What follows belongs to an exercise in optimizing a design on an open flow for small area, a short achievable clock period and few clock cycles; a production flow would make more cautious choices. In this exercise RTL edits were held to simulation tests only and were not proved equivalent to the original. Power figures rest on the tool's default switching activity, not on a simulated workload.

==> flow/design.v <==
package lc3b_types;
typedef logic [15:0] lc3b_word;
typedef logic [2:0] lc3b_reg;
typedef enum logic [3:0] {
	op_br  = 4'b0000,
	op_add = 4'b0001,
	op_and = 4'b0101,
	op_ldr = 4'b0110,
	op_str = 4'b0111,
	op_not = 4'b1001,
	op_jmp = 4'b1100,
	op_shf = 4'b1101,
	op_lea = 4'b1110
} lc3b_opcode;
typedef enum logic [1:0] {
	fn_add = 2'b00,
	fn_and = 2'b01,
	fn_not = 2'b10
} alu_fn;
typedef union packed {
	struct packed {
		lc3b_opcode opcode;
		lc3b_reg dest;
		lc3b_reg sr1;
		logic imm;          
		logic [1:0] unused;
		lc3b_reg sr2;
	} reg_form;
	struct packed {
		lc3b_opcode opcode;
		lc3b_reg dest;
		lc3b_reg sr1;
		logic imm;
		logic [4:0] imm5;   
	} imm_form;
} lc3b_instr;
endpackage
module tomasulo_core #(parameter tag_width = 3)
(
	input logic clk,
	input logic reset,
	input logic [15:0] instr,
	input logic instr_is_new,
	input logic [15:0] curr_pc,
	output logic stall,
	output logic commit_valid,
	output logic [2:0] commit_reg,
	output logic [15:0] commit_value
);
assign stall = 1'b0;
logic [3:0] opcode;
logic [2:0] dr, sr1, sr2;
logic is_add, is_and, is_not, is_lea, writes;
assign opcode = instr[15:12];
assign dr = instr[11:9];
assign sr1 = instr[8:6];
assign sr2 = instr[2:0];
assign is_add = (opcode == 4'b0001);
assign is_and = (opcode == 4'b0101);
assign is_not = (opcode == 4'b1001);
assign is_lea = (opcode == 4'b1110);
assign writes = is_add | is_and | is_not | is_lea;
logic v2;
logic [2:0] d2;
logic f_and2, f_not2;
logic [15:0] a2, b2;
logic [15:0] res;
always_comb
begin
	if (f_and2)
		res = a2 & b2;
	else if (f_not2)
		res = ~a2;
	else
		res = a2 + b2;
end
logic [15:0] regs [8];
logic use_pc, use_imm;
logic [15:0] imm, early_a, early_b;
logic fwd_a, fwd_b;
assign use_pc = is_lea;
assign use_imm = is_lea | instr[5];
assign imm = is_lea ? {{6{instr[8]}}, instr[8:0], 1'b0} : {{11{instr[4]}}, instr[4:0]};
assign early_a = use_pc ? curr_pc :
	(commit_valid && commit_reg == sr1) ? commit_value : regs[sr1];
assign early_b = use_imm ? imm :
	(commit_valid && commit_reg == sr2) ? commit_value : regs[sr2];
assign fwd_a = v2 && d2 == sr1 && !use_pc;
assign fwd_b = v2 && d2 == sr2 && !use_imm;
logic [15:0] wdata;
assign wdata = reset ? 16'h0000 : commit_value;
always_ff @(posedge clk)
begin
	for (int i = 0; i < 8; i++)
		if (reset || (commit_valid && commit_reg == 3'(i)))
			regs[i] <= wdata;
end
always_ff @(posedge clk)
begin
	if (reset)
		v2 <= 1'b0;
	else
		v2 <= instr_is_new && writes;
	if (reset)
		commit_valid <= 1'b0;
	else
		commit_valid <= v2;
end
always_ff @(posedge clk)
begin
	d2 <= dr;
	f_and2 <= is_and;
	f_not2 <= is_not;
	a2 <= fwd_a ? res : early_a;
	b2 <= fwd_b ? res : early_b;
	commit_reg <= d2;
	commit_value <= res;
end
endmodule
clock: 5.0 ns
lec_check: 0
cap_margin: 20
core_margin: 2
core_utilization: 55
setup_slack_margin: 2.5
slew_margin: 20
standard.sh (not shown) runs the stock make flow with config.mk's settings and CLKGATE_MAP_FILE= SYNTH_SCRIPT=/design/flow/synth_recipe.tcl, a recipe that flattens the netlist after the stock synthesis.
==> flow/flow/run.sh <==
#!/bin/bash
# The standard layout, with clock tree synthesis told not to add dummy loads.
set -euo pipefail
bash standard.sh "CTS_ARGS=-sink_clustering_enable -repair_clock_nets -dont_use_dummy_load" finish > standard.log 2>&1
Testbench counts at the start, summed over its fixed seeds: cycles 4,814.
Rerun with:
==> flow/flow/run.sh (replaced) <==
#!/bin/bash
# The standard layout with two changes: ports are buffered with buf_2 cells,
# and clock tree synthesis adds no dummy loads and uses clkbuf_8 buffers.
set -euo pipefail
bash standard.sh \
	"BUFFER_PORTS_ARGS=-buffer_cell sky130_fd_sc_hd__buf_2" \
	"CTS_ARGS=-sink_clustering_enable -repair_clock_nets -dont_use_dummy_load -buf_list sky130_fd_sc_hd__clkbuf_8" \
	finish > standard.log 2>&1
--- a/flow/config.mk
+++ b/flow/config.mk
@@ -8,5 +8,5 @@
 export CAP_MARGIN = 20
 export CORE_MARGIN = 2
-export CORE_UTILIZATION = 55
-export SETUP_SLACK_MARGIN = 2.5
+export CORE_UTILIZATION = 75
+export SETUP_SLACK_MARGIN = 2.7
 export SLEW_MARGIN = 20
Now the flow never finished: it broke off in global routing (5_1_grt).
Synthesized cell count stays the same.
Synthesized area is unchanged.
Rerun with:
--- a/flow/config.mk
+++ b/flow/config.mk
@@ -8,5 +8,6 @@
 export CAP_MARGIN = 20
 export CORE_MARGIN = 2
-export CORE_UTILIZATION = 75
+export CORE_UTILIZATION = 55
 export SETUP_SLACK_MARGIN = 2.7
 export SLEW_MARGIN = 20
+export TNS_END_PERCENT = 5
The new run went through all stages and came out clean.
Synthesized area is unchanged.
Synthesized cell count does not change.
Rerun with:
==> flow/flow/run.sh (replaced) <==
#!/bin/bash
# The standard layout with two changes: ports are buffered with buf_2 cells,
# and clock tree synthesis adds no dummy loads.
set -euo pipefail
bash standard.sh \
	"BUFFER_PORTS_ARGS=-buffer_cell sky130_fd_sc_hd__buf_2" \
	"CTS_ARGS=-sink_clustering_enable -repair_clock_nets -dont_use_dummy_load" \
	finish > standard.log 2>&1
--- a/flow/config.mk
+++ b/flow/config.mk
@@ -9,5 +9,4 @@
 export CORE_MARGIN = 2
 export CORE_UTILIZATION = 55
-export SETUP_SLACK_MARGIN = 2.7
+export SETUP_SLACK_MARGIN = 2.6
 export SLEW_MARGIN = 20
-export TNS_END_PERCENT = 5
Power climbs by 7.5%.
Critical path depth does not change.
Maximum frequency climbs by 6.1%.
Wire length drops by 1.2%.
Rerun with:
==> flow/flow/run.sh (replaced) <==
#!/bin/bash
# The standard layout with two changes: ports are buffered with buf_2 cells,
# and clock tree synthesis adds no dummy loads and uses clkbuf_8 buffers.
set -euo pipefail
bash standard.sh \
	"BUFFER_PORTS_ARGS=-buffer_cell sky130_fd_sc_hd__buf_2" \
	"CTS_ARGS=-sink_clustering_enable -repair_clock_nets -dont_use_dummy_load -buf_list sky130_fd_sc_hd__clkbuf_8" \
	finish > standard.log 2>&1
--- a/flow/config.mk
+++ b/flow/config.mk
@@ -6,7 +6,7 @@
 export NUM_CORES = 4
 export LEC_CHECK = 0
-export CAP_MARGIN = 20
+export CAP_MARGIN = 5
 export CORE_MARGIN = 2
-export CORE_UTILIZATION = 55
-export SETUP_SLACK_MARGIN = 2.6
-export SLEW_MARGIN = 20
+export CORE_UTILIZATION = 70
+export SETUP_SLACK_MARGIN = 2.7
+export SLEW_MARGIN = 5
Result: Register-to-register slack stays flat. Worst setup slack improves by 15 ps. Die area came out lower by 21%. Fmax increases by 0.65%. Global-route usage goes up by 6.4 points. Via count is higher by 3.7%. Routed wire length is lower by 2.7%. Clock-buffer cell count stays the same.
Rerun with:
==> flow/run.sh (new file) <==
#!/bin/bash
# synth_recipe.tcl (not shown) runs the flow's synth.tcl, then flattens the netlist and writes it again
# the make line also repeats each setting of config.mk as NAME=value (left out here)
make -C /OpenROAD-flow-scripts/flow DESIGN_CONFIG=/design/flow/config.mk WORK_HOME=/design/flow/orfs CLKGATE_MAP_FILE= SYNTH_SCRIPT=/design/flow/synth_recipe.tcl finish
--- a/flow/config.mk
+++ b/flow/config.mk
@@ -6,7 +6,7 @@
 export NUM_CORES = 4
 export LEC_CHECK = 0
-export CAP_MARGIN = 5
+export CAP_MARGIN = 20
 export CORE_MARGIN = 2
-export CORE_UTILIZATION = 70
-export SETUP_SLACK_MARGIN = 2.7
-export SLEW_MARGIN = 5
+export CORE_UTILIZATION = 60
+export SETUP_SLACK_MARGIN = 3.0
+export SLEW_MARGIN = 20
removed: flow/flow/run.sh
removed: flow/standard.sh
Effect:
- maximum frequency goes up slightly
- hold slack degrades by 14 ps
- wire length goes up by about a fifth

==> separate check: timing with driven ports <==
The flow's constraints put no driver on any port. The routed layouts listed below were extracted and timed again, unchanged, in two steps. Step 1 sets driving cells, clkbuf_16 on the clock port and buf_2 on the other inputs (assumed; they add their load-dependent delay and slew). Step 2 moves the port delays by t, midway between the first and last clock arrival at a register: inputs arrive t later, outputs are due t later. That takes back most of the time a late clock gives input paths. a / b / c = no drivers / after step 1 / after step 2; a / b = the first two.
run	shift t [ns]	setup WS [ns]	clock arrival spread, ns	worst register clock-pin slew, ns	cell pins on the clock port's net
the first run	0.471	2.471 / 2.471 / 2.044	0.027 / 0.027	0.07 / 0.07	1
the third run	0.493	2.542 / 2.545 / 2.051	0.039 / 0.039	0.10 / 0.10	1
the fourth run	0.464	2.682 / 2.669 / 2.206	0.019 / 0.019	0.07 / 0.07	1
the fifth run	0.497	2.697 / 2.686 / 2.189	0.030 / 0.030	0.10 / 0.10	1
the sixth run	0.484	2.713 / 2.607 / 2.123	0.011 / 0.011	0.08 / 0.08	1
After both steps setup and hold are still met in every run listed. For the sixth run, which loses most, drivers alone change the setup slack by -0.106 ns; drivers and shift together by -0.590 ns.
